What follows belongs to an exercise in optimizing a design on an open flow for small area; a production flow would make more cautious choices. In this exercise RTL edits were held to simulation tests only and were not proved equivalent to the original. The flow treats the clock pin as an ideal source, which a real chip does not have. Power and IR drop assume default switching activity.

==> flow/design.v (excerpt) <==
module multi_colour_bbox #(
  parameter int          IMAGE_W      = 640,
  parameter int          IMAGE_H      = 480,
  parameter int          NUM_COL      = 3,
  parameter int          MSG_INTERVAL = 6,
  parameter int          FIFO_DEPTH   = 64,
  parameter int          MIN_PIX      = 16,
  parameter logic [23:0] BB_COL_DEF   = 24'h00ff00
) (
  input  logic        clk,
  input  logic        reset_n,
  input  logic        s_chipselect,
  input  logic        s_read,
  input  logic        s_write,
  input  logic [3:0]  s_address,
  input  logic [31:0] s_writedata,
  output logic [31:0] s_readdata,
  input  logic [23:0] sink_data,
  input  logic        sink_valid,
  input  logic        sink_sop,
  input  logic        sink_eop,
  output logic        sink_ready,
  output logic [23:0] source_data,
  output logic        source_valid,
  output logic        source_sop,
  output logic        source_eop,
  input  logic        source_ready,
  input  logic        mode
);
  localparam int XW    = 10;
  localparam int YW    = 11;
  localparam int MW    = 9;
  localparam int BURST = 1 + 2 * NUM_COL;
  localparam int NBOX  = FIFO_DEPTH - FIFO_DEPTH / BURST;    
  localparam int BW    = 1 + XW + MW;                       
  localparam int NBX   = (NBOX + 1) / 2;                    
  localparam int CW    = $clog2(MIN_PIX + 1);               
  typedef enum logic [1:0] {IDLE, HDR, BOXA, BOXB} st_t;
  logic [23:0] r_min [NUM_COL];
  logic [23:0] r_max [NUM_COL];
  logic [23:0] r_bb_col;
  logic [7:0]  r_status;
  logic          r_video;
  logic [XW-1:0] r_x;
  logic [YW-1:0] r_y;
  logic [XW-1:0] r_sxmin [NUM_COL];
  logic [XW-1:0] r_sxmax [NUM_COL];
  logic [MW-1:0] r_symin [NUM_COL];
  logic [YW-1:0] r_symax [NUM_COL];
  logic [CW-1:0] r_scnt  [NUM_COL];
  logic [XW-1:0] w_nxmin [NUM_COL];
  logic [XW-1:0] w_nxmax [NUM_COL];
  logic [MW-1:0] w_nymin [NUM_COL];
  logic [YW-1:0] w_nymax [NUM_COL];
  logic [CW-1:0] w_ncnt  [NUM_COL];
  logic [XW-1:0] r_lxmin [NUM_COL];
  logic [XW-1:0] r_lxmax [NUM_COL];
  ...
export LEC_CHECK = 0
export CAP_MARGIN = 20
export CORE_MARGIN = 2
export CORE_UTILIZATION = 70
export SLEW_MARGIN = 20
create_clock -name core_clock -period 10.0 [get_ports {clk}]
standard.sh (not shown) runs the stock make flow with config.mk's settings and CLKGATE_MAP_FILE= SYNTH_SCRIPT=/design/flow/synth_recipe.tcl, a recipe that flattens the netlist after the stock synthesis.
==> flow/flow/run.sh <==
#!/bin/bash
# The standard layout (standard.sh), with three changes that only affect
# area: an area-oriented ABC mapping script, adders left to ABC instead of the
# half/full-adder cells, and a leaner clock tree (no dummy loads, larger sink
# clusters). Port buffers use the smallest buffer.
set -euo pipefail
HERE=$(pwd)
rm -rf "$HERE/scripts_local"
cp -r "$FLOW_HOME/scripts" "$HERE/scripts_local"
cp "$HERE/flow/abc_area.script" "$HERE/scripts_local/abc_speed.script"
export SCRIPTS_DIR="$HERE/scripts_local"
export ADDER_MAP_FILE=
export BUFFER_PORTS_ARGS="-buffer_cell sky130_fd_sc_hd__buf_1"
export CTS_ARGS="-sink_clustering_enable -repair_clock_nets -dont_use_dummy_load -sink_clustering_size 25 -sink_clustering_max_diameter 80 -buf_list {sky130_fd_sc_hd__clkbuf_8 sky130_fd_sc_hd__clkbuf_16}"
bash standard.sh > standard.log 2>&1
==> flow/flow/abc_area.script <==
&get -n
&st
&syn2
&dch -f
&nf -a -p -R 1000 -C 32 -F 8 -A 8
&st
&dch -f
&nf -a -p -R 1000 -C 32 -F 8 -A 8
&put
topo
stime -c
dnsize -c
==> next run, changes <==
--- a/flow/flow/run.sh
+++ b/flow/flow/run.sh
@@ -14,2 +14,3 @@
 export CTS_ARGS="-sink_clustering_enable -repair_clock_nets -dont_use_dummy_load -sink_clustering_size 25 -sink_clustering_max_diameter 80 -buf_list {sky130_fd_sc_hd__clkbuf_8 sky130_fd_sc_hd__clkbuf_16}"
+export POST_CTS_TCL="$HERE/flow/post_cts.tcl"
 bash standard.sh > standard.log 2>&1
==> flow/flow/post_cts.tcl (new file) <==
# After CTS: downsize gates on paths with slack to spare, then re-legalise.
estimate_parasitics -placement
repair_timing -recover_power 100 -verbose
detailed_placement
check_placement -verbose
CORE_UTILIZATION = 75   (was 70)
=>
- The changed run produced a clean layout
- count of clock-buffer cells in the layout does not change
- hold slack got worse by 32 ps
- fmax goes down by 15%
- critical path depth shrinks by 1
- final area barely changes
- total power went down by 0.45%

re-timing with driven ports:
Ports are ideal in the flow. The routed layouts listed here were re-timed in OpenROAD.
Step 1, drivers: a clkbuf_16 drives clk and a buf_2 each remaining input, both assumed.
Step 2 moves the port delays by t, midway between the first and last clock arrival at a register: inputs arrive t later, outputs are due t later. That takes back most of the time a late clock gives input paths.
a / b / c = ideal ports / drivers / drivers and shift; a / b = the first two.
| run | t, ns | setup WS [ns] | hold WS [ns] | worst data-port slew with drivers (ns) |
|---|---|---|---|---|
| the first run | 0.759 | 3.285 / 3.334 / 2.575 | 0.426 / 0.426 / 0.426 | 0.14 |
| the second run | 0.746 | 2.107 / 2.151 / 1.406 | 0.393 / 0.393 / 0.393 | 0.14 |
After both steps every run listed still meets setup and hold. For the first run, which loses most, drivers alone change the setup slack by +0.049 ns; drivers and shift together by -0.710 ns.
